This is an optimization exercise on Yosys and OpenROAD, whose aim is small area, not a production implementation.
Function was checked by simulation only, so behaviour that the tests miss may differ from the original.
No driver is modelled on the clock port, so clocking that relies on it looks cheaper here than on a real chip.
Power and IR drop assume default switching activity.

**config.mk**
```make
export PLATFORM = sky130hd
export DESIGN_NAME = lsq_subsystem
export DESIGN_NICKNAME = lsq_subsystem
export VERILOG_FILES = /design/flow/design.v
export SDC_FILE = /design/flow/constraint.sdc
export NUM_CORES = 4
export LEC_CHECK = 0
export CAP_MARGIN = 20
export CORE_MARGIN = 2
export CORE_UTILIZATION = 40
export CTS_BUF_LIST = sky130_fd_sc_hd__clkbuf_8
export CTS_CLUSTER_SIZE = 30
export PLACE_DENSITY = 0.6
export SLEW_MARGIN = 20
```
**constraint.sdc**
```tcl
create_clock -name core_clock -period 6.0 [get_ports {clk}]
set_input_delay 1.2000 -clock core_clock [delete_from_list [all_inputs] [get_ports {clk}]]
set_output_delay 1.2000 -clock core_clock [all_outputs]
set_load 0.01 [all_outputs]
```
**design.v**
```verilog
`default_nettype none
package lsq_pkg;
    localparam int addr_w = 32;
    localparam int data_w = 32;
    localparam int op_w = 3;
    localparam logic [op_w-1:0] op_none  = 3'd0;
    localparam logic [op_w-1:0] op_load  = 3'd1;
    localparam logic [op_w-1:0] op_store = 3'd2;
    localparam int size_w = 2;
    localparam logic [size_w-1:0] size_byte = 2'd0;
    localparam logic [size_w-1:0] size_half = 2'd1;
    localparam int mshr_idx_w   = 3;
    localparam int bank_meta_w  = 1 + mshr_idx_w;
    localparam int meta_rdy_bit = 0;
    localparam int meta_idx_lsb = 1;
    localparam int line_w = addr_w - 3;
    typedef union packed {
        logic [2*bank_meta_w-1:0]      raw;
        logic [1:0][bank_meta_w-1:0]   banks;
    } lsq_meta_u;
endpackage
`default_nettype wire
`timescale 1ns/1ns
`default_nettype none
module qnm #(
    parameter int n_width  = 8,
    parameter int q_length = 8
) (
    input  wire                         clk,
    input  wire                         arst_n,
    input  wire                         wr,
    input  wire                         rd,
    input  wire  [n_width-1:0]          n_din,
    input  wire  [2:0]                  rd2_ptr,
    output logic [n_width-1:0]          dout,
    output logic [n_width-1:0]          dout2,
    output logic [2:0]                  wr_slot,
    output logic [2:0]                  rd_slot,
    output logic                        full,
    output logic                        empty,
    output logic                        do_push
);
    logic [n_width-1:0] payload_mem [q_length];
    logic [3:0] wr_ptr;
    logic [3:0] rd_ptr;
    logic       do_pop;
    assign full    = (wr_ptr == {~rd_ptr[3], rd_ptr[2:0]});
    assign empty   = (wr_ptr == rd_ptr);
    assign do_push = wr && !full;
    assign do_pop  = rd && !empty;
    assign wr_slot = wr_ptr[2:0];
    assign rd_slot = rd_ptr[2:0];
    always_ff @(posedge clk or negedge arst_n) begin
        if (!arst_n) begin
            wr_ptr <= '0;
            rd_ptr <= '0;
        end else begin
            if (do_push) wr_ptr <= wr_ptr + 4'd1;
            if (do_pop)  rd_ptr <= rd_ptr + 4'd1;
        end
    end
    always_ff @(posedge clk) begin
        if (do_push) begin
            payload_mem[wr_ptr[2:0]] <= n_din;
        end
    end
    assign dout  = payload_mem[rd_ptr[2:0]];
    assign dout2 = payload_mem[rd2_ptr];
endmodule
`default_nettype wire
`timescale 1ns/1ns
`default_nettype none
import lsq_pkg::*;
module cache_bank #(
    parameter int bank_lines = 16
) (
    input  wire                    clk,
    input  wire                    arst_n,
    input  wire  [line_w-1:0]      line_addr,
    output logic                   hit,
    input  wire                    fill,
    input  wire  [line_w-1:0]      fill_line
);
    localparam int idx_w  = $clog2(bank_lines);
    localparam int ctag_w = line_w - idx_w;
    logic [ctag_w-1:0]     tag_mem [bank_lines];
    logic [bank_lines-1:0] line_valid;
    logic [idx_w-1:0]  look_idx;
    logic [idx_w-1:0]  fill_idx;
    assign look_idx = line_addr[idx_w-1:0];
    assign fill_idx = fill_line[idx_w-1:0];
    assign hit = line_valid[look_idx] && (tag_mem[look_idx] == line_addr[line_w-1:idx_w]);
    always_ff @(posedge clk or negedge arst_n) begin
        if (!arst_n) begin
            line_valid <= '0;
        end else if (fill) begin
            line_valid[fill_idx] <= 1'b1;
        end
    end
    always_ff @(posedge clk) begin
        if (fill) begin
            tag_mem[fill_idx] <= fill_line[line_w-1:idx_w];
        end
    end
endmodule
`default_nettype wire
`timescale 1ns/1ns
`default_nettype none
module lsq #(
    parameter int n_stage = 7
) (
    input  wire        clk,
    input  wire        arst_n,
    input  wire        miss_even,
    input  wire        miss_odd,
    input  wire  [2:0] wr_slot,
    input  wire  [2:0] head_slot,
    output logic       fill_even,
    output logic       fill_odd,
    output logic [2:0] fill_slot,
    output logic       head_pending
);
    logic [n_stage-1:0] st_even;
    logic [n_stage-1:0] st_odd;
    logic [2:0]         st_slot [n_stage];
    always_ff @(posedge clk or negedge arst_n) begin
        if (!arst_n) begin
            st_even <= '0;
            st_odd  <= '0;
        end else begin
            st_even <= {st_even[n_stage-2:0], miss_even};
            st_odd  <= {st_odd[n_stage-2:0], miss_odd};
        end
    end
    always_ff @(posedge clk) begin
        st_slot[0] <= wr_slot;
        for (int k = 1; k < n_stage; k++) begin
            st_slot[k] <= st_slot[k-1];
        end
    end
    assign fill_even = st_even[n_stage-1];
    assign fill_odd  = st_odd[n_stage-1];
    assign fill_slot = st_slot[n_stage-1];
    always_comb begin
        head_pending = 1'b0;
        for (int k = 0; k < n_stage; k++) begin
            if ((st_even[k] || st_odd[k]) && st_slot[k] == head_slot) begin
                head_pending = 1'b1;
            end
        end
    end
endmodule
`default_nettype wire
`timescale 1ns/1ns
`default_nettype none
import lsq_pkg::*;
module lsq_subsystem #(
    parameter int q_length     = 8,
    parameter int tag_bits     = 6,
    parameter int rob_bits     = 6,
    parameter int fill_latency = 6,
    parameter int bank_lines   = 16
) (
    input  wire                  clk,
    input  wire                  arst_n,
    input  wire                  alloc,
    input  wire  [op_w-1:0]      operation_in,
    input  wire  [addr_w-1:0]    addr_in,
    input  wire  [data_w-1:0]    data_in,
    input  wire  [size_w-1:0]    size_in,
    input  wire  [tag_bits-1:0]  ooo_tag_in,
    input  wire  [rob_bits-1:0]  ooo_rob_in,
    input  wire                  dealloc,
    output logic                 valid_out,
    output logic                 lsq_full,
    output logic [op_w-1:0]      operation_out,
    output logic [addr_w-1:0]    addr_out,
    output logic [data_w-1:0]    data_out,
    output logic [size_w-1:0]    size_out,
    output logic [tag_bits-1:0]  ooo_tag_out,
    output logic [rob_bits-1:0]  ooo_rob_out
);
    localparam int n_w = op_w + addr_w + data_w + size_w + tag_bits + rob_bits;
    localparam int addr_lsb = size_w + tag_bits + rob_bits;
    logic [2:0]        byte_cnt;
    logic [2:0]        last_off;
    logic              split;
    logic              touch_even;
    logic              touch_odd;
    logic              do_push;
    logic              q_empty;
    logic [line_w-1:0] line_even;
    logic [line_w-1:0] line_odd;
    logic              hit_even;
    logic              hit_odd;
    logic [n_w-1:0]    head_payload;
    logic [n_w-1:0]    fill_payload;
    logic [2:0]        wr_slot;
    logic [2:0]        rd_slot;
    logic              fill_even;
    logic              fill_odd;
    logic [2:0]        fill_slot;
    logic              head_pending;
    logic [addr_w-1:0] fill_addr;
    logic [line_w-1:0] fill_line_even;
    function automatic logic [line_w-1:0] even_line(input logic [addr_w-1:0] a);
        even_line = a[addr_w-1:3] + {{(line_w-1){1'b0}}, a[2]};
    endfunction
    always_comb begin
        case (size_in)
            size_byte: byte_cnt = 3'd1;
            size_half: byte_cnt = 3'd2;
            default:   byte_cnt = 3'd4;
        endcase
    end
    assign last_off   = {1'b0, addr_in[1:0]} + byte_cnt - 3'd1;
    assign split      = (last_off > 3'd3);
    assign touch_even = !addr_in[2] || split;
    assign touch_odd  = addr_in[2] || split;
    assign line_odd  = addr_in[addr_w-1:3];
    assign line_even = even_line(addr_in);
    qnm #(
        .n_width  (n_w),
        .q_length (q_length)
    ) u_qnm (
        .clk     (clk),
        .arst_n  (arst_n),
        .wr      (alloc),
        .rd      (dealloc),
        .n_din   ({operation_in, addr_in, data_in, size_in, ooo_tag_in, ooo_rob_in}),
        .rd2_ptr (fill_slot),
        .dout    (head_payload),
        .dout2   (fill_payload),
        .wr_slot (wr_slot),
        .rd_slot (rd_slot),
        .full    (lsq_full),
        .empty   (q_empty),
        .do_push (do_push)
    );
    assign fill_addr      = fill_payload[addr_lsb+data_w +: addr_w];
    assign fill_line_even = even_line(fill_addr);
    cache_bank #(
        .bank_lines (bank_lines)
    ) u_bank_even (
        .clk       (clk),
        .arst_n    (arst_n),
        .line_addr (line_even),
        .hit       (hit_even),
        .fill      (fill_even),
        .fill_line (fill_line_even)
    );
    cache_bank #(
        .bank_lines (bank_lines)
    ) u_bank_odd (
        .clk       (clk),
        .arst_n    (arst_n),
        .line_addr (line_odd),
        .hit       (hit_odd),
        .fill      (fill_odd),
        .fill_line (fill_addr[addr_w-1:3])
    );
    lsq #(
        .n_stage (fill_latency + 1)
    ) u_lsq (
        .clk          (clk),
        .arst_n       (arst_n),
        .miss_even    (do_push && touch_even && !hit_even),
        .miss_odd     (do_push && touch_odd && !hit_odd),
        .wr_slot      (wr_slot),
        .head_slot    (rd_slot),
        .fill_even    (fill_even),
        .fill_odd     (fill_odd),
        .fill_slot    (fill_slot),
        .head_pending (head_pending)
    );
    assign {operation_out, addr_out, data_out, size_out, ooo_tag_out, ooo_rob_out} =
        head_payload;
    assign valid_out = !q_empty && !head_pending;
endmodule
`default_nettype wire
```
**run.sh**
```bash
#!/bin/bash
# synth_recipe.tcl (not shown) runs the flow's synth.tcl, then flattens the netlist and writes it again
# the make line also repeats each setting of config.mk as NAME=value (left out here)
make -C /OpenROAD-flow-scripts/flow DESIGN_CONFIG=/design/flow/config.mk WORK_HOME=/design/flow/orfs CLKGATE_MAP_FILE= SYNTH_SCRIPT=/design/flow/synth_recipe.tcl finish
```
==> reports/metrics.csv, run 1 <==
metric,value,unit
ys.flop_type,edfxtp_1,
mostFrequentLayoutCell,edfxtp_1,
cts_inserted_buffers,238,
criticalPathCategory,register to primary output,
cts_buffer_depth,3,
synth_seq_area_share,73.3,%
syn_to_final_growth,15.9,%
timing.final.crit_period,4980,ps
synth_top_area_share,70.4,%
hold_path_class,register to register,
outcome,no timing/DRC/antenna violations,
coreArea,154000,sq um
cts_root_buf,clkbuf_8,
viasPerCell,5.61,
met3_usage,4.55,%
hold_viol_final,0,
synth_cell_type_count,64,
fin_skew,105,ps
die_h,397,um
ys_seq_elements,1523,
cellLeakagePower,0.0235,uW
syn-cell-area,61700,sq um
setup_tns,0,ps
yosys_warnings,5,
synth_fp_nets,3072,
antenna_found_initial,6,
drv_slew,0,
insertion_delay,990,ps
syn_avg_cell_area,20.8,sq um
clock_sinks,1523,
timing.rr.end,u_bank_even.tag_mem[5][22],
grt_max_degree,63,
totalWireLength,158000,um
wl_per_cell,28.0,um
synth_area_leader_cell,edfxtp_1,
reg2reg_from,u_lsq.st_slot[6][0],
num_rows,144,
post-cts-setup-buffers,0,
worstSetupStartpoint,u_qnm.rd_ptr[0],
gr-usage-met2,31.7,%
layout_common_cells,"1448 x edfxtp_1, 386 x mux4_2, 250 x clkbuf_8, 162 x clkdlybuf4s50_1, 141 x mux2i_1",
fin_nets,3474,
grt_pass1_wl,227000,um
cp_data_arrival_time,3780,ps
die_x,397,um
grt_busiest_layer,met2,
htreeDepth,4,
start_kind,register,
placed_cells,5178,
ff2ff_path_depth,9,
cts_resized,0,
drive_above_1_share,28.5,%
track_usage,20.0,%
finalCritPeriodShare,83.1,%
drc,0,
slew_headroom,25.0,%
drt_iter0_drc,2934,
irDropWorstVdd,0.291,mV
synthArstFlopShare,3.55,%
critPathMaxFanout,28,
r2r_slack,1030,ps
hold_buffers,0,
cap_violations,0,
finalSetupViolations,0,
vias,31500,
grt_pass1_vias,32400,
portBuffers,167,
grtUsageMet1,27.9,%
post-dp-hpwl,93500,um
cts.clk_slew.worst_paths,60,ps
crit_end,addr_out[29],
io_pins,168,
critPathCaptureType,primary output,
start_util,40.2,%
dr.pass1.iters,5,
finalNonFillerCells,5619,
die_area,157000,sq um
ant_nets,0,
grt-ovfl-total,0,
post-route-util,46.6,%
cts_tree,built,
synth_top_cells_by_area,"edfxtp_1 70%, mux4_2 14%, mux2i_1 2.3%",
gp_congestion,0.851,
synthCells,2972,
required,4800,ps
worst_slew_pin_slew,1120,ps
powerDensity,502,nW/um^2
rsz0062_at_grt,false,
synth_edf_count,1448,
max_freq,201,MHz
==> registers in the layout, summed over array words and instances, names as in the netlist <==
| signal | count |
|---|---|
| u_lsq.st_odd | 7 |
| u_bank_even.tag_mem | 400 |
| u_lsq.st_slot | 21 |
| u_qnm.payload_mem | 648 |
| u_lsq.st_even | 7 |
| u_qnm.wr_ptr | 4 |
| u_qnm.rd_ptr | 4 |
| u_bank_odd.line_valid | 16 |
| u_bank_even.line_valid | 16 |
| u_bank_odd.tag_mem | 400 |
==> critical path, stage by stage, from the launching register on <==
cell,delay [ps]
dfrtp_4,840
buf_4,520
mux4_2,570
mux2_2,310
clkdlybuf4s50_1,530
==> final cells by class <==
| cell class | count | area (sq um) |
|---|---|---|
| well taps | 2044 | 2560 |
| repair buffers | 318 | 3090 |
| clock inverters | 188 | 1070 |
| inverters | 23 | 86.3 |
| diodes | 4 | 10.0 |
| multi-input cells | 1270 | 16100 |
| flip-flops and latches | 1523 | 45300 |
| clock buffers | 249 | 3430 |
| fillers | 12700 | 82100 |
==> cell usage after synthesis, types with 21 or more instances <==
master,count
inv_1,21
o21ai_0,29
nand3_1,25
a221oi_1,41
mux4_2,386
dfxtp_1,21
xnor2_1,75
nor2_1,69
mux2i_1,141
nand2_1,105
edfxtp_1,1448
buf_2,42
mux2_2,98
a22oi_1,21
xor2_1,48
clkbuf_1,72
dfrtp_1,54
==> metrics by stage <==
stage / hold WS [ps] / total power, uW / area (sq um) / setup slack, ps
finish: 341 / 36000 / 71600 / 1020
detailed placement: 348 / 28200 / 67000 / 962
CTS: 319 / 36300 / 71500 / 832
global placement: 344 / 28000 / 67000 / 958
global route: 350 / 37600 / 71600 / 766
floorplan: 345 / 22700 / 61700 / 354
==> metal layers <==
metal / up-vias / wire length [um]
li1: 13200 / -
met1: 16900 / 67100
met2: 1213 / 75300
met3: 230 / 12000
met4: 0 / 3190
met5: - / 0
==> where the power goes <==
group | internal (uW) | switching (uW) | total, uW
registers | 15200 | 794 | 16000
logic | 4680 | 7170 | 11900
clock network | 3950 | 4160 | 8120
==> cell families (layout without fill, tap and decap cells) <==
group,Yosys count,count (layout),share of synthesized area [%]
AO/OA/AOI/OAI,174,174,2.07
multiplexers,635,635,18.6
AND/OR/NAND/NOR,321,321,2.55
buffers and inverters,179,778,1.38
flip-flops,1523,1523,73.3
adder cells (fa/ha/maj),15,15,0.304
other,0,4,0
XOR/XNOR,125,125,1.81
==> worst min-delay path by stage <==
stage / startpoint / to / slack (ps) / depth (start not counted)
after floorplan: u_qnm.wr_ptr[2] / u_lsq.st_slot[0][2] / 350 / 0
after global placement: u_lsq.st_slot[5][1] / u_lsq.st_slot[6][1] / 340 / 0
after detailed placement: u_lsq.st_slot[5][1] / u_lsq.st_slot[6][1] / 350 / 0
after CTS: arst_n / u_lsq.st_odd[6] / 320 / 2
after global routing: u_lsq.st_slot[5][0] / u_lsq.st_slot[6][0] / 350 / 0
final: u_lsq.st_slot[5][0] / u_lsq.st_slot[6][0] / 340 / 0
==> inputs of run 2 (changes only) <==
--- a/config.mk
+++ b/config.mk
@@ -9,6 +9,5 @@
 export CORE_MARGIN = 2
 export CORE_UTILIZATION = 40
-export CTS_BUF_LIST = sky130_fd_sc_hd__clkbuf_8
-export CTS_CLUSTER_SIZE = 30
+export CTS_BUF_LIST = sky130_fd_sc_hd__clkbuf_4
 export PLACE_DENSITY = 0.6
 export SLEW_MARGIN = 20
==> run 2 against run 1 <==
Effect of this change: still clean; critical path depth unchanged; clock power grew 5.8%; global-route usage rose by 0.22 points; critical path type unchanged; largest power group unchanged.
==> reports/metrics.csv, run 2 <==
metric,value,unit
seqPwrFrac,43.9,%
layout_common_cells,"1448 x edfxtp_1, 584 x clkbuf_4, 386 x mux4_2, 162 x clkdlybuf4s50_1, 141 x mux2i_1",
track_usage,20.2,%
synth_fp_nets,3072,
ff2ff_path_depth,9,
drive_above_1_share,34.7,%
num-fill-cells,12900,
max_freq,188,MHz
syn_to_final_growth,16.5,%
finalCritPeriodShare,88.8,%
cts_root_buf,clkbuf_4,
mostFrequentLayoutCell,edfxtp_1,
grt-ovfl-total,0,
cap_violations,0,
synth_top_cells_by_area,"edfxtp_1 70%, mux4_2 14%, mux2i_1 2.3%",
syn-cell-area,61700,sq um
setup_tns,0,ps
min_to,u_lsq.st_slot[1][2],
irDropWorstVdd,0.267,mV
io_pins,168,
portBuffers,167,
coreArea,154000,sq um
cellLeakagePower,0.0238,uW
switching_share,33.0,%
worst_slack,672,ps
hold_viol_final,0,
clock_power_share,23.6,%
powerDensity,506,nW/um^2
syn_avg_cell_area,20.8,sq um
dr.pass1.iters,6,
fin_nets,3640,
synth_cell_type_count,64,
grt_max_degree,63,
synth_edf_count,1448,
wl_per_cell,27.1,um
yosysMostFrequentCell,edfxtp_1,
ys.flop_type,edfxtp_1,
internal_power,24400,uW
die_area,157000,sq um
required,4800,ps
pwr-share-comb,32.5,%
vias,32500,
fin_skew,138,ps
gp_congestion,0.851,
rsz0062_at_grt,false,
finalSetupViolations,0,
finalNonFillerCells,5861,
drt_iter0_drc,2952,
insertion_delay,1350,ps
hold_start,u_lsq.st_slot[0][2],
critPathCaptureType,primary output,
slew_headroom,26.1,%
synth_seq_area_share,73.3,%
cp_data_arrival_time,4130,ps
ys_seq_elements,1523,
htreeDepth,5,
start_kind,register,
synth_area_leader_cell,edfxtp_1,
die_x,397,um
placed_cells,5178,
worst_slew_pin_slew,1080,ps
synthArstFlopShare,3.55,%
cts.clk_slew.worst_paths,60,ps
largest_reg_flops,648,
antenna_found_initial,8,
post-dp-hpwl,93500,um
drv_slew,0,
num_rows,144,
cts_tree,built,
r2r_slack,920,ps
outcome,no timing/DRC/antenna violations,
ys_top_cells_by_count,"1448 x edfxtp_1, 386 x mux4_2, 141 x mux2i_1",
ant_nets,0,
reg2reg_from,u_lsq.st_slot[6][0],
timing.final.crit_period,5330,ps
grt_pass1_vias,33700,
pre_cts_ws,962,ps
post-route-util,46.8,%
yosys_warnings,5,
synth_top_area_share,70.4,%
power_switching,12000,uW
timing.rr.end,u_bank_even.tag_mem[5][22],
start_util,40.2,%
grt_pass1_wl,230000,um
hold_path_class,register to register,
drc,0,
min_path_cells,0,
cts_buffer_depth,4,
clock_sinks,1523,
synthCells,2972,
post-cts-setup-buffers,0,
criticalPathCategory,register to primary output,
totalWireLength,159000,um
cts_inserted_buffers,403,
die_h,397,um
viasPerCell,5.54,
critPathMaxFanout,28,
cts_resized,0,
[run 2: logic make-up (layout without fill, tap and decap cells)]
| kind of cell | count (synthesis) | after routing | synth area share, % |
|---|---|---|---|
| other | 0 | 12 | 0 |
| buffers and inverters | 179 | 1012 | 1.38 |
| muxes | 635 | 635 | 18.6 |
| AOI/OAI and AO/OA | 174 | 174 | 2.07 |
| xor gates and xnor gates | 125 | 125 | 1.81 |
| adders and majority gates | 15 | 15 | 0.304 |
| DFF | 1523 | 1523 | 73.3 |
| and+or+nand+nor | 321 | 321 | 2.55 |
[run 2: cell type report]
| class | instances | area [sq um] | area share, % |
|---|---|---|---|
| clock inverter | 86 | 414 | 0.576 |
| sequential | 1523 | 45300 | 63.0 |
| timing repair buffer | 319 | 3100 | 4.31 |
| antenna | 12 | 30.0 | 0.0418 |
| tap | 2044 | 2560 | 3.56 |
| inverter | 23 | 86.3 | 0.120 |
| multi-input combinational | 1270 | 16100 | 22.3 |
| clock buffer | 584 | 4380 | 6.10 |
[run 2: how the worst max path moves through the flow]
stage | from | endpoint | cells after the start
global placement | addr_in[2] | u_lsq.st_even[0] | 11
global route | u_qnm.rd_ptr[0] | addr_out[29] | 4
floorplan | alloc | u_qnm.payload_mem[7][0] | 4
detailed placement | addr_in[2] | u_lsq.st_even[0] | 13
CTS | u_qnm.rd_ptr[0] | addr_out[29] | 4
finish | u_qnm.rd_ptr[0] | addr_out[28] | 4
[run 2: repair_timing]
action,in CTS,in global routing
hold buffers,1,0
setup endpoints to repair,0,0
hold endpoints to repair,18,0
[run 2: per-stage QoR]
step	hold WS (ps)	instance area (sq um)	power (uW)
6_report	300	71900	36400
4_1_cts	272	71800	36800
2_1_floorplan	345	61700	22700
5_1_grt	289	71900	38200
3_5_place_dp	348	67000	28200
3_3_place_gp	344	67000	28000
[run 2: critical path: stages (launching register included)]
cell             delay, ps
dfrtp_4                840
buf_4                  520
mux4_2                 560
mux2_2                 270
clkdlybuf4s50_1        560
[run 2: power groups by stage]
| stage | clock network [uW] | logic [uW] | registers [uW] |
|---|---|---|---|
| 2_1_floorplan | 0 | 6940 | 15800 |
| 3_3_place_gp | 0 | 11900 | 16200 |
| 3_5_place_dp | 0 | 12000 | 16200 |
| 4_1_cts | 8830 | 12000 | 16000 |
| 5_1_grt | 9400 | 12700 | 16100 |
| 6_report | 8590 | 11800 | 16000 |
[run 2: routing by layer]
layer / up-vias / track usage, % / wire (um)
li1: 13700 / - / -
met1: 17100 / 27.7 / 67300
met2: 1353 / 31.8 / 75600
met3: 257 / 5.39 / 12700
met4: 2 / 5.83 / 3170
met5: - / 0 / 13
==> inputs of run 3 (changes only) <==
--- a/config.mk
+++ b/config.mk
@@ -9,5 +9,4 @@
 export CORE_MARGIN = 2
 export CORE_UTILIZATION = 40
-export CTS_BUF_LIST = sky130_fd_sc_hd__clkbuf_4
 export PLACE_DENSITY = 0.6
 export SLEW_MARGIN = 20
==> run 3 against run 2 <==
Effect of this change: sequential share of layout area fell by 0.16 points; core utilization rose by 0.12 points; highest routed layer unchanged; worst hold slack improved by 22 ps; register-to-register slack improved by 110 ps; critical endpoint is now u_bank_even.tag_mem[5][20]; largest cell class unchanged; largest power group unchanged; clock skew fell by 69 ps; global-route usage fell by 0.22 points; final area rose by 0.25%; first-iteration DRC count rose by 6.3%.
==> reports/metrics.csv, run 3 <==
metric,value,unit
placed_cells,5178,
grt_pass1_wl,227000,um
synth_seq_area_share,73.3,%
start_util,40.2,%
die_area,157000,sq um
slew_headroom,25.9,%
crit_path_max_incr_delay,700,ps
ys.flop_type,edfxtp_1,
timing.final.crit_period,4970,ps
cts_root_buf,clkbuf_16,
powerDensity,518,nW/um^2
cts.clk_slew.worst_paths,60,ps
rsz0062_at_grt,false,
multi_input_area,16100,sq um
yosysMostFrequentCell,edfxtp_1,
wl_per_cell,28.7,um
outcome,no timing/DRC/antenna violations,
synth_fp_nets,3072,
cts_resized,0,
synthArstFlopShare,3.55,%
ant_nets,0,
start_kind,register,
ys_seq_elements,1523,
yosys_warnings,5,
fin_skew,68.7,ps
finalNonFillerCells,5472,
largest_reg_flops,648,
max_freq,201,MHz
worst_slew_pin_slew,1110,ps
setup_tns,0,ps
io_pins,168,
seqCellArea,45300,sq um
synth_edf_count,1448,
power,37300,uW
finalCritPeriodShare,82.8,%
critPathMaxFanout,20,
synthCells,2972,
layout_common_cells,"1448 x edfxtp_1, 386 x mux4_2, 162 x clkdlybuf4s50_1, 159 x clkbuf_16, 141 x mux2i_1",
num-fill-cells,12600,
hold_buffers,0,
cts_tree,built,
insertion_delay,820,ps
hold_path_class,register to register,
portBuffers,167,
mostFrequentLayoutCell,edfxtp_1,
post-dp-hpwl,93500,um
totalWireLength,157000,um
drt_iter0_drc,3137,
syn-cell-area,61700,sq um
gp_congestion,0.851,
track_usage,20.0,%
syn_avg_cell_area,20.8,sq um
drv_slew,0,
hold_viol_final,0,
synth_cell_type_count,64,
cts_buffer_depth,3,
ff2ff_path_depth,9,
drive_above_1_share,27.0,%
viasPerCell,5.71,
die_h,397,um
irDropWorstVdd,0.316,mV
crit_chain,"mux4_2, mux2i_1, inv_1, ha_1, ha_1, xnor2_1, nand2b_1, nor2_4, buf_12",
syn_to_final_growth,16.8,%
grt-ovfl-total,0,
grt_max_degree,63,
antenna_found_initial,4,
cp_data_arrival_time,5440,ps
coreArea,154000,sq um
dr.pass1.iters,7,
vias,31300,
cts_inserted_buffers,159,
synth_top_cells_by_area,"edfxtp_1 70%, mux4_2 14%, mux2i_1 2.3%",
ys_top_cells_by_count,"1448 x edfxtp_1, 386 x mux4_2, 141 x mux2i_1",
min_path_cells,0,
holdWs,322,ps
synth_area_leader_cell,edfxtp_1,
die_x,397,um
cap_violations,0,
drc,0,
post-cts-setup-buffers,0,
synth_top_area_share,70.4,%
criticalPathCategory,register to register,
fin_nets,3395,
required,6470,ps
grt_pass1_vias,31700,
num_rows,144,
cellLeakagePower,0.0233,uW
path_common_cell,ha_1,
htreeDepth,4,
slowest_stage,nor2_4,
clock_sinks,1523,
finalSetupViolations,0,
critPathCaptureType,register,
-- run 3: metal layers --
metal	track usage, %	up-vias	wire length [um]
met1	28.4	16900	67700
met5	0	-	13
met2	31.7	1157	75000
met4	4.73	2	3210
li1	-	13000	-
met3	4.13	225	11300
-- run 3: per-stage QoR --
step | utilization (%) | area (sq um) | setup slack (ps)
4_1_cts | 46.9 | 72000 | 1050
5_1_grt | 46.9 | 72100 | 791
2_1_floorplan | - | 61700 | 354
3_3_place_gp | 43.6 | 67000 | 958
3_5_place_dp | 43.6 | 67000 | 962
6_report | 46.9 | 72100 | 1030
-- run 3: final cells by class --
type | count | area share [%]
flip-flops and latches | 1523 | 62.8
multi-input cells | 1270 | 22.3
clock buffers | 202 | 5.74
repair buffers | 318 | 4.28
well taps | 2044 | 3.55
clock inverters | 91 | 1.22
inverters | 23 | 0.120
diodes | 1 | 0.00347
-- run 3: power breakdown --
group	switching, uW	internal [uW]
clock network	4210	5260
registers	798	15200
logic	7170	4680
total	12200	25100
-- run 3: logic make-up after synthesis --
group                      count (synthesis)  synth area share [%]
AOI/OAI and AO/OA                        174                  2.07
xor gates and xnor gates                 125                  1.81
adders and majority gates                 15                 0.304
buffers and inverters                    179                  1.38
DFF                                     1523                  73.3
muxes                                    635                  18.6
and+or+nand+nor                          321                  2.55
-- run 3: final timing paths --
check,startpoint,to,slack [ps]
worst min-delay path,u_lsq.st_slot[0][0],u_lsq.st_slot[1][0],320
max in group asynchronous,arst_n,u_qnm.rd_ptr[1],4800
worst max-delay path,u_lsq.st_slot[6][0],u_bank_even.tag_mem[5][20],1030
worst min register to register,u_lsq.st_slot[0][0],u_lsq.st_slot[1][0],320
min in group asynchronous,arst_n,u_lsq.st_odd[6],570
worst max register to register,u_lsq.st_slot[6][0],u_bank_even.tag_mem[5][20],1030
-- run 3: critical path, delay by kind of cell (launching register included) --
family	cells	cell delay [ps]
mux	2	1240
flops	1	640
fa+ha+maj	2	500
buf+inv	2	540
simple gates	2	1120
xor+xnor	1	540
==> inputs of run 4 (changes only) <==
--- a/config.mk
+++ b/config.mk
@@ -6,7 +6,9 @@
 export NUM_CORES = 4
 export LEC_CHECK = 0
-export CAP_MARGIN = 20
+export CAP_MARGIN = 0
 export CORE_MARGIN = 2
 export CORE_UTILIZATION = 40
+export CTS_BUF_LIST = sky130_fd_sc_hd__clkbuf_8
+export CTS_CLUSTER_SIZE = 30
 export PLACE_DENSITY = 0.6
-export SLEW_MARGIN = 20
+export SLEW_MARGIN = 0
==> run 4 against run 3 <==
Effect of this change: count of clock-buffer cells in the layout up 83; largest power group unchanged; clock power decreased by 7.4%; via count rose by 1.3%; largest cell class unchanged; sequential share of layout area grew 0.23 points; highest routed layer unchanged; final area down 0.36%.
==> reports/metrics.csv, run 4 <==
metric,value,unit
powerDensity,510,nW/um^2
met3_usage,4.96,%
gr-usage-met2,31.2,%
largest_reg_flops,648,
fin_area,71800,sq um
syn_avg_cell_area,20.8,sq um
hold_viol_final,0,
grt_max_degree,63,
finalSetupViolations,0,
syn-cell-area,61700,sq um
ys.flop_type,edfxtp_1,
critPathMaxFanout,28,
grt_busiest_layer,met2,
die_area,157000,sq um
outcome,no timing/DRC/antenna violations,
synthArstFlopShare,3.55,%
yosys_warnings,5,
required,4800,ps
ff2ff_path_depth,9,
viasPerCell,5.62,
die_x,397,um
dpl-instance-area,67000,sq um
cts_resized,0,
post-cts-setup-buffers,0,
fin_skew,123,ps
num-fill-cells,12800,
cts_inserted_buffers,274,
drv_slew,0,
seqPwrFrac,43.7,%
ant_nets,0,
synth_cell_type_count,64,
switching_share,33.0,%
gp_congestion,0.851,
wl_per_cell,28.2,um
criticalPathCategory,register to primary output,
r2r_slack,1060,ps
drt_iter0_drc,3112,
hold_path_class,register to register,
start_kind,register,
dr.pass1.iters,6,
cts_tree,built,
drive_above_1_share,28.8,%
synth_area_leader_cell,edfxtp_1,
syn_to_final_growth,16.4,%
synth_top_cells_by_area,"edfxtp_1 70%, mux4_2 14%, mux2i_1 2.3%",
pwr-share-comb,32.4,%
critPathCaptureType,primary output,
power_switching,12100,uW
holdWs,355,ps
cts_root_buf,clkbuf_8,
coreArea,154000,sq um
cts_buffer_depth,4,
reg2reg_from,u_lsq.st_slot[6][0],
synth_fp_nets,3072,
cts.clk_slew.worst_paths,60,ps
io_pins,168,
power,36600,uW
cap_violations,0,
grt-ovfl-total,0,
slew_headroom,16.1,%
post-route-util,46.7,%
antenna_found_initial,5,
post-dp-hpwl,93300,um
worst_slew_pin_slew,1250,ps
clock_sinks,1523,
internal_power,24500,uW
grt_pass1_wl,228000,um
timing.rr.end,u_bank_even.tag_mem[5][16],
synth_top_area_share,70.4,%
synthCells,2972,
finalCritPeriodShare,83.8,%
grtUsageMet1,28.1,%
start_util,40.2,%
yosysMostFrequentCell,edfxtp_1,
setup_tns,0,ps
insertion_delay,1010,ps
num_rows,144,
synth_seq_area_share,73.3,%
die_h,397,um
timing.final.crit_period,5030,ps
totalWireLength,159000,um
layout_common_cells,"1448 x edfxtp_1, 386 x mux4_2, 286 x clkbuf_8, 162 x clkdlybuf4s50_1, 141 x mux2i_1",
synth_edf_count,1448,
track_usage,20.1,%
rsz0062_at_grt,false,
clock_power_share,24.0,%
crit_end,addr_out[29],
grt_pass1_vias,32600,
cellLeakagePower,0.0237,uW
portBuffers,167,
cp_data_arrival_time,3830,ps
max_freq,199,MHz
vias,31700,
fin_nets,3509,
ys_top_cells_by_count,"1448 x edfxtp_1, 386 x mux4_2, 141 x mux2i_1",
ys_seq_elements,1523,
htreeDepth,5,
hold_buffers,0,
worstSetupStartpoint,u_qnm.rd_ptr[0],
drc,0,
mostFrequentLayoutCell,edfxtp_1,
irDropWorstVdd,0.340,mV
## run 4: cell counts after synthesis
No cell type changed its count.
## run 4: cell families (layout without fill, tap and decap cells)
kind of cell	Yosys count	in the layout	share of synthesized area (%)
AO/OA/AOI/OAI	174	174	2.07
XOR/XNOR	125	125	1.81
adder cells (fa/ha/maj)	15	15	0.304
buffers and inverters	179	794	1.38
flip-flops	1523	1523	73.3
multiplexers	635	635	18.6
other	0	3	0
AND/OR/NAND/NOR	321	321	2.55
## run 4: how the worst min path moves through the flow
stage / start / cells past startpoint / slack, ps / end
3_5_place_dp: u_lsq.st_slot[5][0] / 0 / 350 / u_lsq.st_slot[6][0]
4_1_cts: arst_n / 2 / 310 / u_qnm.rd_ptr[1]
2_1_floorplan: u_qnm.wr_ptr[2] / 0 / 350 / u_lsq.st_slot[0][2]
5_1_grt: u_lsq.st_slot[5][0] / 0 / 360 / u_lsq.st_slot[6][0]
6_report: u_lsq.st_slot[5][0] / 0 / 350 / u_lsq.st_slot[6][0]
3_3_place_gp: u_lsq.st_slot[5][1] / 0 / 340 / u_lsq.st_slot[6][1]
## run 4: worst max-delay path, stage by stage (launching register included)
cell             delay, ps
dfrtp_4                850
buf_4                  530
mux4_2                 570
mux2_2                 310
clkdlybuf4s50_1        520
## run 4: final cells by class
class                   instances  area [sq um]  area share, %
flip-flops and latches       1523         45300           63.0
clock buffers                 285          3920           5.46
well taps                    2044          2560           3.56
repair buffers                317          3070           4.28
diodes                          3          7.51         0.0105
inverters                      23          86.3          0.120
clock inverters               169           883           1.23
multi-input cells            1270         16000           22.3
## run 4: stage by stage
step / std cells / setup WS, ps
2_1_floorplan: 2972 / 354
3_3_place_gp: 5177 / 958
3_5_place_dp: 5177 / 950
4_1_cts: 5631 / 818
5_1_grt: 5634 / 699
6_report: 5634 / 969
## run 4: routing by layer
metal / wire, um / part of all wire (%)
met5: 8 / 0.0050
met4: 3460 / 2.2
met3: 12500 / 7.9
met2: 75300 / 47
met1: 67600 / 43
## run 4: power by group through the flow
stage	registers (uW)	logic [uW]	clock network (uW)
after global routing	16100	12600	9450
after detailed placement	16200	11900	0
after floorplan	15800	6940	0
after global placement	16200	11900	0
final	16000	11800	8770
after CTS	16000	12000	9000
==> inputs of run 5 (changes only) <==
==> flow/run.sh (new file) <==
#!/bin/bash
# Standard ORFS layout (standard.sh), with two changes:
#  - CTS without dummy loads, clkbuf_8 sink buffers, larger sink clusters
#  - port buffers use buf_1 (every port still gets its own buffer)
# The whole make output goes to flow_make.log in the work folder.
set -euo pipefail
export CTS_ARGS="-sink_clustering_enable -repair_clock_nets -dont_use_dummy_load -buf_list sky130_fd_sc_hd__clkbuf_8 -sink_clustering_size 30"
export BUFFER_PORTS_ARGS="-buffer_cell sky130_fd_sc_hd__buf_1"
bash standard.sh finish > flow_make.log 2>&1
==> standard.sh (new file) <==
#!/bin/bash
# synth_recipe.tcl (not shown) runs the flow's synth.tcl, then flattens the netlist and writes it again
# the make line also repeats each setting of config.mk as NAME=value (left out here)
make -C /OpenROAD-flow-scripts/flow DESIGN_CONFIG=/design/flow/config.mk WORK_HOME=/design/flow/orfs CLKGATE_MAP_FILE= SYNTH_SCRIPT=/design/flow/synth_recipe.tcl "${@:-finish}"
--- a/config.mk
+++ b/config.mk
@@ -9,6 +9,4 @@
 export CORE_MARGIN = 2
 export CORE_UTILIZATION = 40
-export CTS_BUF_LIST = sky130_fd_sc_hd__clkbuf_8
-export CTS_CLUSTER_SIZE = 30
 export PLACE_DENSITY = 0.6
 export SLEW_MARGIN = 0
removed: run.sh
==> run 5 against run 4 <==
Effect of this change: global-route usage down 0.55 points; sequential share of layout area up 2.5 points; register-to-register slack gained 60 ps; synthesized cell count unchanged; non-clock buffer count is 20 lower; worst hold slack worse by 33 ps; core utilization shrank 1.8 points; sequential cell count did not move; via count shrank 2.3%; critical path type is now register to register; highest routed layer unchanged.
==> reports/metrics.csv, run 5 <==
metric,value,unit
ys_top_cells_by_count,"1448 x edfxtp_1, 386 x mux4_2, 141 x mux2i_1",
track_usage,19.5,%
syn_to_final_growth,11.9,%
cap_violations,0,
die_h,397,um
grt_pass1_vias,31400,
drv_slew,0,
crit_path_max_incr_delay,970,ps
synth_area_leader_cell,edfxtp_1,
num_rows,144,
cts.clk_slew.worst_paths,50,ps
cts_root_buf,clkbuf_8,
yosysMostFrequentCell,edfxtp_1,
synth_seq_area_share,73.3,%
slew_headroom,8.69,%
gp_congestion,0.830,
finalSetupViolations,0,
cellLeakagePower,0.0220,uW
timing.final.crit_period,4880,ps
cp_data_arrival_time,5350,ps
viasPerCell,5.74,
synth_cell_type_count,64,
ant_nets,0,
ys.flop_type,edfxtp_1,
start_util,40.2,%
worst_slack,1120,ps
num-fill-cells,13000,
hold_buffers,0,
io_pins,168,
pre_cts_ws,959,ps
ys_seq_elements,1523,
antenna_found_initial,9,
path_buf_inv,1,
synth_top_area_share,70.4,%
mostFrequentLayoutCell,edfxtp_1,
cpLargestDelayFamily,simple AND/OR/NAND/NOR gates,
wl_per_cell,28.6,um
criticalPathCategory,register to register,
cts_resized,0,
path_common_cell,nor2b_1,
die_area,157000,sq um
coreArea,154000,sq um
seqCellArea,45300,sq um
hold_viol_final,0,
clock_sinks,1523,
slowest_stage,xnor2_1,
cts_inserted_buffers,237,
yosys_warnings,5,
synthArstFlopShare,3.55,%
synth_top_cells_by_area,"edfxtp_1 70%, mux4_2 14%, mux2i_1 2.3%",
hold_path_class,register to register,
die_x,397,um
vias,31000,
htreeDepth,4,
max_freq,205,MHz
post-dp-hpwl,90300,um
post-cts-setup-buffers,0,
grt-ovfl-total,0,
synthCells,2972,
grt_pass1_wl,221000,um
cts_buffer_depth,3,
portBuffers,167,
synth_fp_nets,3072,
synth_edf_count,1448,
largest_reg_flops,648,
setup_tns,0,ps
cts_tree,built,
drive_above_1_share,27.8,%
drt_iter0_drc,3028,
finalCritPeriodShare,81.4,%
syn_avg_cell_area,20.8,sq um
insertion_delay,960,ps
start_kind,register,
critPathCaptureType,register,
grt_max_degree,106,
irDropWorstVdd,0.284,mV
outcome,no timing/DRC/antenna violations,
holdWs,321,ps
syn-cell-area,61700,sq um
crit_chain,"mux4_2, mux2i_1, inv_1, ha_1, nor2b_1, nor2b_1, nand2_1, nor2_1, nand3_1, xnor2_1",
worst_slew_pin_slew,1360,ps
multi_input_area,16000,sq um
powerDensity,493,nW/um^2
fin_skew,137,ps
layout_common_cells,"1448 x edfxtp_1, 386 x mux4_2, 237 x clkbuf_8, 162 x buf_1, 141 x mux2i_1",
critPathMaxFanout,33,
dr.pass1.iters,5,
required,6470,ps
fin_nets,3452,
rsz0062_at_grt,false,
totalWireLength,154000,um
drc,0,
-- run 5: cell counts after synthesis --
No cell type changed its count.
-- run 5: kinds of logic after synthesis --
group | Yosys count | synth area share [%]
DFF | 1523 | 73.3
muxes | 635 | 18.6
xor gates and xnor gates | 125 | 1.81
buffers and inverters | 179 | 1.38
adders and majority gates | 15 | 0.304
AOI/OAI and AO/OA | 174 | 2.07
and+or+nand+nor | 321 | 2.55
-- run 5: path summary, 6_finish.rpt --
| path | from | to | slack (ps) | cells after the start |
|---|---|---|---|---|
| min in group asynchronous | arst_n | u_lsq.st_odd[5] | 460 | 2 |
| worst min register to register | u_lsq.st_slot[5][1] | u_lsq.st_slot[6][1] | 320 | 0 |
| worst max-delay path | u_lsq.st_slot[6][1] | u_bank_even.tag_mem[3][19] | 1120 | 10 |
| worst max register to register | u_lsq.st_slot[6][1] | u_bank_even.tag_mem[3][19] | 1120 | 10 |
| worst min-delay path | u_lsq.st_slot[5][1] | u_lsq.st_slot[6][1] | 320 | 0 |
| max in group asynchronous | arst_n | u_bank_even.line_valid[3] | 4840 | 2 |
-- run 5: cell type report --
type,instances,share of cell area [%]
repair buffers,297,2.65
diodes,4,0.0145
clock buffers,237,4.72
flip-flops and latches,1523,65.6
well taps,2044,3.70
inverters,23,0.125
multi-input cells,1270,23.2
-- run 5: stage by stage --
step           instance area, sq um  std cells  util, %  power (uW)
2_1_floorplan                 61700       2972        -       22700
3_3_place_gp                  65700       5156     42.8       27300
3_5_place_dp                  65800       5157     42.8       27400
4_1_cts                       69000       5394     44.9       34400
5_1_grt                       69000       5395     44.9       35600
6_report                      69000       5398     44.9       34000
-- run 5: report_power, final --
group	internal (uW)	total [uW]	switching, uW
sequential	15200	16000	825
combinational	3940	11000	7100
clock	3440	6940	3500
total	22600	34000	11400
-- run 5: metal layers --
metal	share of wire (%)	vias up	routed length (um)	track usage, %
met1	43	16500	66100	27.4
met5	0.017	-	26	0
met4	2.2	6	3340	5.26
li1	-	12900	-	-
met2	47	1255	72400	30.6
met3	7.9	240	12200	4.72
==> inputs of run 6 (changes only) <==
--- a/design.v
+++ b/design.v
@@ -65,6 +65,12 @@
         end
     end
-    assign dout  = payload_mem[rd_ptr[2:0]];
-    assign dout2 = payload_mem[rd2_ptr];
+    always_comb begin
+        dout  = '0;
+        dout2 = '0;
+        for (int i = 0; i < q_length; i++) begin
+            dout  = dout  | ({n_width{rd_ptr[2:0] == 3'(i)}} & payload_mem[i]);
+            dout2 = dout2 | ({n_width{rd2_ptr == 3'(i)}} & payload_mem[i]);
+        end
+    end
 endmodule
 `default_nettype wire
@@ -90,5 +96,15 @@
     assign look_idx = line_addr[idx_w-1:0];
     assign fill_idx = fill_line[idx_w-1:0];
-    assign hit = line_valid[look_idx] && (tag_mem[look_idx] == line_addr[line_w-1:idx_w]);
+    logic [ctag_w-1:0] look_tag;
+    logic              look_valid;
+    always_comb begin
+        look_tag   = '0;
+        look_valid = 1'b0;
+        for (int i = 0; i < bank_lines; i++) begin
+            look_tag   = look_tag | ({ctag_w{look_idx == idx_w'(i)}} & tag_mem[i]);
+            look_valid = look_valid | (look_idx == idx_w'(i) && line_valid[i]);
+        end
+    end
+    assign hit = look_valid && (look_tag == line_addr[line_w-1:idx_w]);
     always_ff @(posedge clk or negedge arst_n) begin
         if (!arst_n) begin
==> flow/run.sh (replaced) <==
#!/bin/bash
# Standard ORFS layout (standard.sh) with these changes:
#  - synthesis is synth_recipe.tcl unchanged except for an area-oriented ABC
#    script (area.abc) for the combinational mapping (abc_synth.tcl)
#  - port buffers use buf_1 (every port still gets its own buffer)
# The whole make output goes to flow_make.log in the work folder; ORFS keeps
# each step's log under orfs/logs.
set -euo pipefail
here=$(cd "$(dirname "${BASH_SOURCE[0]}")" && pwd)
export FLOW_SYNTH_TCL="$PWD/synth_recipe.tcl"
export FLOW_ABC_SCRIPT="$here/area.abc"
export CTS_ARGS="-repair_clock_nets -dont_use_dummy_load -buf_list sky130_fd_sc_hd__clkbuf_4"
export BUFFER_PORTS_ARGS="-buffer_cell sky130_fd_sc_hd__buf_1"
export POST_CTS_TCL="$here/post_cts.tcl"
bash standard.sh finish SYNTH_SCRIPT="$here/abc_synth.tcl" > flow_make.log 2>&1
==> flow/abc_synth.tcl (new file) <==
# The standard synthesis (synth_recipe.tcl, sourced unchanged), except that
# the combinational mapping runs the area-oriented ABC script named by
# FLOW_ABC_SCRIPT instead of ORFS's delay-oriented one. Registers are mapped
# by dfflibmap before ABC runs, so they are the standard synthesis's.
proc abc {args} {
  set i [lsearch -exact $args -script]
  if {$i >= 0} { lset args [expr {$i + 1}] $::env(FLOW_ABC_SCRIPT) }
  yosys abc {*}$args
}
source $::env(FLOW_SYNTH_TCL)
==> flow/area.abc (new file) <==
strash
ifraig
scorr
dc2
strash
dch -f
amap -m -F 4 -A 4
topo
==> flow/post_cts.tcl (new file) <==
set clk_up {sky130_fd_sc_hd__clkbuf_1 sky130_fd_sc_hd__clkbuf_2 sky130_fd_sc_hd__clkbuf_4 sky130_fd_sc_hd__clkbuf_8 sky130_fd_sc_hd__clkbuf_16}
set slew_target 0.110
for {set iter 0} {$iter < 6} {incr iter} {
  estimate_parasitics -placement
  set drivers {}
  foreach p [get_pins -hierarchical */CLK] {
    if {[get_property $p slew_max] > $slew_target} {
      set net [get_nets -of_objects $p]
      foreach d [get_pins -of_objects $net -filter "direction == output"] {
        dict set drivers [get_full_name [get_cells -of_objects $d]] 1
      }
    }
  }
  set n 0
  foreach inst [dict keys $drivers] {
    set c [get_cells $inst]
    set ref [get_property $c ref_name]
    set i [lsearch $clk_up $ref]
    if {$i >= 0 && $i < [llength $clk_up] - 1} {
      replace_cell $c [lindex $clk_up [expr {$i + 1}]]
      incr n
    }
  }
  puts "post_cts: iteration $iter upsized $n clock buffers"
  if {$n == 0} { break }
  detailed_placement
}
estimate_parasitics -placement
check_placement -verbose
--- a/config.mk
+++ b/config.mk
@@ -6,7 +6,7 @@
 export NUM_CORES = 4
 export LEC_CHECK = 0
-export CAP_MARGIN = 0
+export CAP_MARGIN = 20
 export CORE_MARGIN = 2
 export CORE_UTILIZATION = 40
 export PLACE_DENSITY = 0.6
-export SLEW_MARGIN = 0
+export SLEW_MARGIN = 20
==> run 6 against run 5 <==
Effect of this change: critical path depth fell by 4; clock power is about 30% lower; worst setup slack got worse by 860 ps; total power shrank 6.3%; sequential cell count stayed put; sequential power is essentially flat; sequential share of layout area up 5.9 points; critical endpoint is now operation_out[0]; highest routed layer unchanged.
==> reports/metrics.csv, run 6 <==
metric,value,unit
outcome,no timing/DRC/antenna violations,
yosysMostFrequentCell,edfxtp_1,
hold_viol_final,0,
fin_skew,90.8,ps
path_buf_inv,3,
synth_fp_nets,3212,
grt_pass1_vias,33300,
power_switching,11900,uW
synth_top_area_share,77.8,%
fin_nets,3777,
io_pins,168,
clock_power_share,15.2,%
pre_cts_ws,-171,ps
grt_pass1_wl,239000,um
cp_data_arrival_time,4540,ps
pwr-share-comb,34.0,%
ys.flop_type,edfxtp_1,
drt_iter0_drc,7135,
cts_tree,built,
largest_reg_flops,648,
viasPerCell,6.34,
synthCells,3106,
wl_per_cell,30.7,um
critPathCaptureType,primary output,
timing.final.crit_period,5740,ps
synthArstFlopShare,3.55,%
criticalPathCategory,register to primary output,
start_kind,register,
synth_top_cells_by_area,"edfxtp_1 78%, a222oi_1 6.8%, a22oi_1 2.6%",
start_util,40.2,%
coreArea,139000,sq um
slowest_stage,clkinv_1,
cellLeakagePower,0.0196,uW
synth_area_leader_cell,edfxtp_1,
ys_seq_elements,1523,
clock_sinks,1523,
drv_slew,0,
ys_top_cells_by_count,"1448 x edfxtp_1, 379 x a222oi_1, 193 x a22oi_1",
synth_seq_area_share,81.0,%
yosys_warnings,5,
die_area,143000,sq um
die_h,378,um
hold_path_class,input port to asynchronous set/reset pin,
die_x,378,um
seqPwrFrac,50.8,%
drc,0,
num-fill-cells,11900,
insertion_delay,1170,ps
r2r_slack,520,ps
internal_power,19900,uW
totalWireLength,170000,um
crit_chain,"clkinv_1, ha_4, buf_4, a222oi_1, nand3_1, buf_1",
finalNonFillerCells,5548,
cpLargestDelayFamily,buffers and inverters,
finalSetupViolations,0,
mostFrequentLayoutCell,edfxtp_1,
syn_to_final_growth,13.4,%
crit_path_max_incr_delay,790,ps
num_rows,137,
synth_edf_count,1448,
finalCritPeriodShare,95.7,%
rsz0062_at_grt,false,
syn_avg_cell_area,18.0,sq um
required,4800,ps
track_usage,23.3,%
worst_slack,260,ps
syn-cell-area,55900,sq um
slew_headroom,20.7,%
worst_slew_pin_slew,1160,ps
grt-ovfl-total,0,
powerDensity,503,nW/um^2
gp_congestion,0.891,
antenna_found_initial,12,
layout_common_cells,"1448 x edfxtp_1, 379 x a222oi_1, 222 x buf_4, 193 x a22oi_1, 191 x nand2_1",
switching_share,37.4,%
irDropWorstVdd,0.429,mV
drive_above_1_share,13.5,%
ant_nets,0,
portBuffers,167,
critPathMaxFanout,48,
dr.pass1.iters,9,
vias,35200,
synth_cell_type_count,51,
cts.clk_slew.worst_paths,90,ps
max_freq,174,MHz
placed_cells,5375,
grt_max_degree,82,
post-dp-hpwl,103000,um
cap_violations,0,
[run 6: changes by cell type in the layout (fill, tap and decap cells not counted), sizes merged, moves of 98 or more]
cell    before  now
buf        292  417
nor2        69  167
mux2i      142    0
mux2        98    0
nand3       25  139
mux4       395    0
a222oi       0  379
a22oi       21  193
[run 6: worst paths after layout]
check,depth (start not counted),endpoint,from
worst max-delay path,6,operation_out[0],u_qnm.rd_ptr[2]
worst min-delay path,2,u_qnm.wr_ptr[3],arst_n
worst max register to register,25,u_bank_even.tag_mem[1][24],u_lsq.st_slot[6][2]
worst min register to register,0,u_lsq.st_slot[3][1],u_lsq.st_slot[2][1]
max in group asynchronous,2,u_bank_even.line_valid[5],arst_n
min in group core_clock,0,u_lsq.st_slot[3][1],u_lsq.st_slot[2][1]
[run 6: per-stage QoR]
step / hold WS (ps) / power, uW / TNS [ps] / area (sq um) / utilization [%]
floorplan: 346 / 21400 / -936250 / 55900 / -
global placement: 352 / 26800 / -242 / 61200 / 44.0
detailed placement: 354 / 27000 / -171 / 61400 / 44.1
global route: 213 / 33100 / 0 / 63300 / 45.6
finish: 217 / 31900 / 0 / 63300 / 45.6
[run 6: power groups by stage]
stage / combinational [uW] / clock, uW / sequential (uW)
finish: 10800 / 4830 / 16200
detailed placement: 10600 / 0 / 16400
floorplan: 5100 / 0 / 16300
global route: 11500 / 5270 / 16300
global placement: 10400 / 0 / 16400
[run 6: layout make-up]
cell class / count / area (sq um) / area share [%]
repair buffers: 418 / 2910 / 4.60
clock buffers: 145 / 1620 / 2.55
inverters: 98 / 368 / 0.581
well taps: 1876 / 2350 / 3.71
diodes: 3 / 7.51 / 0.0119
flip-flops and latches: 1523 / 45300 / 71.4
multi-input cells: 1485 / 10800 / 17.1
[run 6: logic make-up after synthesis]
kind of cell             Yosys count  share of synthesized area [%]
AO/OA/AOI/OAI                    836                           12.7
XOR/XNOR                           5                         0.0784
adder cells (fa/ha/maj)           21                          0.470
buffers and inverters             98                          0.658
flip-flops                      1523                           81.0
AND/OR/NAND/NOR                  623                           5.09
[run 6: metal layers]
metal  global-route usage (%)  share of wire, %  vias up
met4                     7.89               3.2       14
met5                        0             0.041        -
met1                     32.9                39    17800
met2                     35.9                46     2434
li1                         -                 -    14600
met3                     4.91                12      312
[run 6: worst reg2reg max path, delay by kind of cell (launching register included)]
family | cells | cell delay (ps)
and+or+nand+nor | 16 | 3160
buffers and inverters | 5 | 1160
AOI/OAI and AO/OA | 3 | 380
DFF | 1 | 340
adders and majority gates | 1 | 220
==> inputs of run 7 (changes only) <==
--- a/flow/post_cts.tcl
+++ b/flow/post_cts.tcl
@@ -1,4 +1,4 @@
 set clk_up {sky130_fd_sc_hd__clkbuf_1 sky130_fd_sc_hd__clkbuf_2 sky130_fd_sc_hd__clkbuf_4 sky130_fd_sc_hd__clkbuf_8 sky130_fd_sc_hd__clkbuf_16}
-set slew_target 0.110
+set slew_target 0.115
 for {set iter 0} {$iter < 6} {incr iter} {
   estimate_parasitics -placement
--- a/config.mk
+++ b/config.mk
@@ -8,5 +8,5 @@
 export CAP_MARGIN = 20
 export CORE_MARGIN = 2
-export CORE_UTILIZATION = 40
-export PLACE_DENSITY = 0.6
+export CORE_UTILIZATION = 60
+export PLACE_DENSITY = 0.75
 export SLEW_MARGIN = 20
==> run 7 against run 6 <==
Effect of this change: still clean on timing, DRC and antenna; clock skew decreased by 3.6 ps; global-route usage increased by 11 points; maximum frequency increased by 1.1%; first-iteration DRC count increased by 14%; core utilization increased by 22 points; register-to-register slack got worse by 200 ps; sequential power about the same; final area decreased by 2.2%; synthesized cell count unchanged; critical path type is now register to register; largest cell class unchanged.
==> reports/metrics.csv, run 7 <==
metric,value,unit
worst_slack,321,ps
internal_power,19700,uW
drc,0,
synth-adder-area-share,0.470,%
cap_violations,0,
cellLeakagePower,0.0194,uW
yosysMostFrequentCell,edfxtp_1,
largest_reg_flops,648,
synth_top_cells_by_area,"edfxtp_1 78%, a222oi_1 6.8%, a22oi_1 2.6%",
syn_avg_cell_area,18.0,sq um
pwr-share-comb,33.3,%
critPathCaptureType,register,
power,31200,uW
criticalPathCategory,register to register,
synth-compound-area-share,12.7,%
outcome,no timing/DRC/antenna violations,
drive_above_1_share,13.2,%
layout_common_cells,"1448 x edfxtp_1, 379 x a222oi_1, 213 x buf_4, 193 x a22oi_1, 191 x nand2_1",
hold_viol_final,0,
grt_max_degree,80,
synth_top_family_by_area,compound AO/OA/AOI/OAI gates,
timing.final.crit_period,5680,ps
ys_seq_elements,1523,
wl_per_cell,33.4,um
synth-xor-area-share,0.0784,%
synth_fp_nets,3212,
irDropWorstVdd,0.360,mV
synthCells,3106,
vias,36000,
viasPerCell,7.36,
io_pins,168,
dr.pass1.iters,10,
mostFrequentLayoutCell,edfxtp_1,
insertion_delay,1120,ps
finalSetupViolations,0,
yosys_warnings,5,
num-fill-cells,5999,
ys_top_cells_by_count,"1448 x edfxtp_1, 379 x a222oi_1, 193 x a22oi_1",
die_area,95600,sq um
finalCritPeriodShare,94.7,%
num_rows,111,
holdWs,241,ps
grt-ovfl-total,0,
synth_cell_type_count,51,
syn_to_final_growth,10.8,%
start_kind,register,
switching_share,36.9,%
drv_slew,0,
synth_simple_gate_area_share,5.09,%
fin_nets,3758,
seqPwrFrac,52.1,%
cts.clk_slew.worst_paths,120,ps
syn-cell-area,55900,sq um
synth_edf_count,1448,
synthMuxAreaShare,0,%
clock_sinks,1523,
gp_congestion,0.963,
synth_seq_area_share,81.0,%
clock_power_share,14.6,%
worst_slew_pin_slew,1150,ps
required,6870,ps
synth_area_leader_cell,edfxtp_1,
pre_cts_ws,-174,ps
die_x,309,um
drt_iter0_drc,8135,
grt_pass1_vias,35000,
coreArea,91900,sq um
die_h,309,um
power_switching,11500,uW
synthArstFlopShare,3.55,%
antenna_found_initial,7,
post-dp-hpwl,96700,um
ys.flop_type,edfxtp_1,
slew_headroom,23.4,%
cts_tree,built,
fin_skew,87.2,ps
cp_data_arrival_time,6550,ps
synth_top_area_share,77.8,%
ant_nets,0,
track_usage,34.0,%
portBuffers,167,
setup_tns,0,ps
totalWireLength,164000,um
grt_pass1_wl,232000,um
critPathMaxFanout,16,
start_util,60.8,%
max_freq,176,MHz
powerDensity,503,nW/um^2
hold_path_class,input port to asynchronous set/reset pin,
-- run 7: worst paths after layout --
check / from / to / slack (ps) / depth (start not counted)
hold / removal: arst_n / u_lsq.st_even[3] / 240 / 2
setup reg to reg: u_lsq.st_slot[6][0] / u_bank_even.tag_mem[4][24] / 320 / 23
max in group asynchronous: arst_n / u_lsq.st_even[0] / 5220 / 2
min in group core_clock: u_lsq.st_slot[5][0] / u_lsq.st_slot[6][0] / 320 / 0
setup / recovery: u_lsq.st_slot[6][0] / u_bank_even.tag_mem[4][24] / 320 / 23
hold reg to reg: u_lsq.st_slot[5][0] / u_lsq.st_slot[6][0] / 320 / 0
-- run 7: kinds of logic (layout without fill, tap and decap cells) --
| kind of cell | count (synthesis) | after routing |
|---|---|---|
| DFF | 1523 | 1523 |
| AOI/OAI and AO/OA | 836 | 836 |
| and+or+nand+nor | 623 | 623 |
| buffers and inverters | 98 | 642 |
| adders and majority gates | 21 | 21 |
| xor gates and xnor gates | 5 | 5 |
| other | 0 | 5 |
-- run 7: power by group through the flow --
| stage | Combinational [uW] | Sequential [uW] | Clock [uW] |
|---|---|---|---|
| after detailed placement | 9990 | 16400 | 0 |
| after global routing | 10900 | 16300 | 4950 |
| final | 10400 | 16200 | 4540 |
| after global placement | 9680 | 16300 | 0 |
| after floorplan | 5100 | 16300 | 0 |
-- run 7: worst max-delay path, cell delays in order (launching register included) --
cell and delay (ps):
dfxtp_1 420, clkinvlp_4 230, nor3_4 320, buf_4 330, a22oi_1 140, nand4_1 190
ha_1 250, nand3_1 150, nor2_2 210, nand2_1 130, nor2_1 250, nand2_1 110
or3_1 400, nor2_1 190, nand2_1 140, nor3_1 260, nand4_1 240, nor3_2 310
and3_1 250, nand2_1 100, nor2_1 220, a21oi_1 90, a31oi_1 240, buf_6 250
-- run 7: per-stage QoR --
step / instances / instance area, sq um / utilization [%]
finish: 4898 / 61900 / 67.4
global route: 4895 / 61900 / 67.3
detailed placement: 4735 / 60300 / 65.5
global placement: 4734 / 60200 / 65.5
floorplan: 3106 / 55900 / -
-- run 7: per-layer routing --
| layer | share of wire [%] | wire, um | global-route usage [%] | vias up |
|---|---|---|---|---|
| li1 | - | - | - | 14600 |
| met2 | 46 | 76100 | 53.3 | 3212 |
| met4 | 4.6 | 7570 | 15.2 | 8 |
| met5 | 0.027 | 45 | 0 | - |
| met1 | 34 | 55800 | 45.4 | 17700 |
| met3 | 15 | 24200 | 8.61 | 563 |
-- run 7: final cells by class --
cell class,count,area (sq um),area share [%]
inverters,98,379,0.612
diodes,5,12.5,0.0202
clock buffers,145,1470,2.38
repair buffers,399,2560,4.14
flip-flops and latches,1523,45300,73.1
well taps,1243,1560,2.51
multi-input cells,1485,10700,17.3
==> inputs of run 8 (changes only) <==
--- a/config.mk
+++ b/config.mk
@@ -8,5 +8,5 @@
 export CAP_MARGIN = 20
 export CORE_MARGIN = 2
-export CORE_UTILIZATION = 60
-export PLACE_DENSITY = 0.75
+export CORE_UTILIZATION = 50
+export PLACE_DENSITY = 0.7
 export SLEW_MARGIN = 20
==> run 8 against run 7 <==
Effect of this change: total power is 1.1% higher; still clean on timing, DRC and antenna; global-route usage is 6.5 points lower; worst hold slack better by 51 ps; critical endpoint is now addr_out[19].
==> reports/metrics.csv, run 8 <==
metric,value,unit
outcome,no timing/DRC/antenna violations,
synth_cell_type_count,51,
die_h,338,um
seqCellArea,45300,sq um
slew_headroom,18.8,%
syn_avg_cell_area,18.0,sq um
slowest_stage,clkinv_1,
yosysMostFrequentCell,edfxtp_1,
finalCritPeriodShare,94.0,%
cts.clk_slew.worst_paths,110,ps
coreArea,111000,sq um
cp.depth,6,
layout_common_cells,"1448 x edfxtp_1, 379 x a222oi_1, 193 x a22oi_1, 191 x nand2_1, 187 x buf_4",
hold_path_class,input port to asynchronous set/reset pin,
synth-xor-area-share,0.0784,%
yosys_warnings,5,
worstSetupStartpoint,u_qnm.rd_ptr[2],
num-fill-cells,8396,
timing.final.crit_period,5640,ps
synth_area_leader_cell,edfxtp_1,
synth-adder-area-share,0.470,%
start_kind,register,
cellLeakagePower,0.0194,uW
gp_congestion,0.922,
setup_tns,0,ps
cts_tree,built,
totalWireLength,161000,um
drive_above_1_share,12.6,%
die_x,338,um
portBuffers,167,
io_pins,168,
fin_skew,102,ps
insertion_delay,1070,ps
viasPerCell,6.87,
start_util,50.4,%
synth_top_family_by_area,compound AO/OA/AOI/OAI gates,
ant_nets,0,
clock_sinks,1523,
multi_input_area,10800,sq um
dr.pass1.iters,10,
hold_viol_final,0,
synth-compound-area-share,12.7,%
critPathCaptureType,primary output,
criticalPathCategory,register to primary output,
synth_top_area_share,77.8,%
track_usage,27.5,%
die_area,114000,sq um
synthMuxAreaShare,0,%
drc,0,
fin_area,62400,sq um
grt_pass1_vias,33400,
syn-cell-area,55900,sq um
grt-ovfl-total,0,
internal_power,19800,uW
crit_chain,"clkinv_1, ha_4, buf_4, a22oi_1, nand4_1, buf_1",
worst_slew_pin_slew,1220,ps
fin_nets,3738,
largest_reg_flops,648,
synth_top_cells_by_area,"edfxtp_1 78%, a222oi_1 6.8%, a22oi_1 2.6%",
critPathMaxFanout,52,
required,4800,ps
ys.flop_type,edfxtp_1,
cap_violations,0,
crit_path_max_incr_delay,750,ps
max_freq,177,MHz
finalSetupViolations,0,
wl_per_cell,31.5,um
synthArstFlopShare,3.55,%
synth_edf_count,1448,
ys_seq_elements,1523,
grt_max_degree,82,
crit_end,addr_out[19],
switching_share,37.2,%
grt_pass1_wl,231000,um
cpLargestDelayFamily,buffers and inverters,
synthCells,3106,
path_buf_inv,3,
dpl-instance-area,60700,sq um
ff2ff_path_depth,25,
syn_to_final_growth,11.7,%
mostFrequentLayoutCell,edfxtp_1,
r2r_slack,500,ps
num_rows,122,
pwr-share-comb,33.5,%
synth_seq_area_share,81.0,%
irDropWorstVdd,0.338,mV
clock_power_share,15.0,%
synth_fp_nets,3212,
timing.rr.end,u_bank_even.tag_mem[5][23],
vias,35200,
holdWs,292,ps
cp_data_arrival_time,4440,ps
reg2reg_from,u_lsq.st_slot[6][1],
drv_slew,0,
synth_simple_gate_area_share,5.09,%
powerDensity,505,nW/um^2
antenna_found_initial,9,
seqPwrFrac,51.5,%
drt_iter0_drc,7836,
post-dp-hpwl,95900,um
ys_top_cells_by_count,"1448 x edfxtp_1, 379 x a222oi_1, 193 x a22oi_1",
power_switching,11700,uW
## run 8: cell counts after synthesis
Identical to the previous run, type by type.
## run 8: final cells by class
type | count | share of cell area [%]
Clock buffer | 145 | 2.48
Tap cell | 1488 | 2.98
Inverter | 98 | 0.595
Timing Repair Buffer | 379 | 4.13
Multi-Input combinational cell | 1485 | 17.3
Sequential cell | 1523 | 72.5
Antenna cell | 4 | 0.0160
## run 8: routing by layer
metal | global-route usage, % | up-vias | share of wire (%)
li1 | - | 14500 | -
met1 | 38.6 | 17300 | 37
met2 | 42.3 | 2925 | 46
met3 | 6.59 | 380 | 14
met4 | 9.82 | 12 | 3.7
met5 | 0 | - | 0.039
## run 8: power groups by stage
stage,clock network (uW),logic [uW],registers (uW)
finish,4730,10600,16200
floorplan,0,5100,16300
global route,5150,11100,16400
detailed placement,0,10300,16400
global placement,0,10100,16400
## run 8: worst min path at each step
stage                                endpoint  slack (ps)  depth (start not counted)
after global routing          u_qnm.rd_ptr[3]         280                          2
after detailed placement  u_lsq.st_slot[4][0]         360                          0
final                         u_qnm.rd_ptr[3]         290                          2
after floorplan           u_lsq.st_slot[2][0]         350                          0
after global placement    u_lsq.st_slot[4][0]         350                          0
## run 8: worst reg2reg max path, cell delays in order, from the launching register on
cell        delay, ps
dfxtp_1           400
clkinvlp_4        230
nor3_4            400
buf_4             470
a22o_1            200
a221oi_1           40
nand3_1           290
clkinv_1          170
nor2_1            180
nand2_1           110
nor2_1            190
nand2_1           150
nor3_2            340
nand3_1           170
nor2_1            180
nand2_1           120
nor3_2            260
nand3_1           130
nor2_1            140
nand2_1           100
nor2_1            160
and2_0            210
nand3_1           110
nand2_1           120
o21ai_0           110
buf_4             230
## run 8: through the flow
stage / power (uW) / cells / utilization (%) / setup WS, ps
floorplan: 21400 / 3106 / - / -1650
global route: 32600 / 5120 / 56.3 / -16.0
global placement: 26400 / 4961 / 54.7 / -114
detailed placement: 26700 / 4963 / 54.7 / -168
finish: 31500 / 5122 / 56.3 / 362
## run 8: logic make-up after synthesis
group / Yosys count
DFF: 1523
xor gates and xnor gates: 5
and+or+nand+nor: 623
adders and majority gates: 21
buffers and inverters: 98
AOI/OAI and AO/OA: 836

separate check: timing with driven ports:
Ports are ideal in the flow. The routed layouts listed here were re-timed in OpenROAD. Step 1 (the two cells are an assumption about what drives the block):
set clk [get_ports {clk}]
set_driving_cell -lib_cell sky130_fd_sc_hd__clkbuf_16 $clk
set_driving_cell -lib_cell sky130_fd_sc_hd__buf_2 [delete_from_list [all_inputs] $clk]
Step 2 adds t to the input delays and takes it off the output delays; t is the mean of the earliest and latest rising clock arrival at the registers after step 1. Input paths then give back, and output paths get back, about the clock's delay inside the block. Slacks: ideal ports / drivers / drivers and shift; pairs: ideal ports / drivers.
run	t, ns	setup slack, ns	hold slack, ns	worst data-port slew with drivers (ns)	pins driven straight from the clock port
run 1	1.024	1.017 / 0.935 / 0.875	0.341 / 0.330 / 0.341	0.10	1
run 2	1.350	0.672 / 0.602 / 0.854	0.300 / 0.300 / 0.300	0.09	1
run 3	0.868	1.031 / 1.031 / 0.917	0.322 / 0.322 / 0.322	0.10	1
run 4	1.015	0.969 / 0.898 / 0.955	0.355 / 0.329 / 0.355	0.10	1
run 5	0.965	1.118 / 1.071 / 0.979	0.321 / 0.321 / 0.321	0.11	1
run 6	1.198	0.260 / 0.189 / -0.517	0.217 / 0.170 / 0.352	0.18	1
run 7	1.131	0.321 / 0.296 / -0.372	0.241 / 0.208 / 0.319	0.15	1
run 8	1.098	0.362 / 0.288 / -0.223	0.292 / 0.240 / 0.320	0.16	1
With both steps, setup timing fails in run 6, run 7 and run 8, where it was met with ideal ports. For run 6, which loses most, drivers alone change the setup slack by -0.071 ns; drivers and shift together by -0.777 ns.
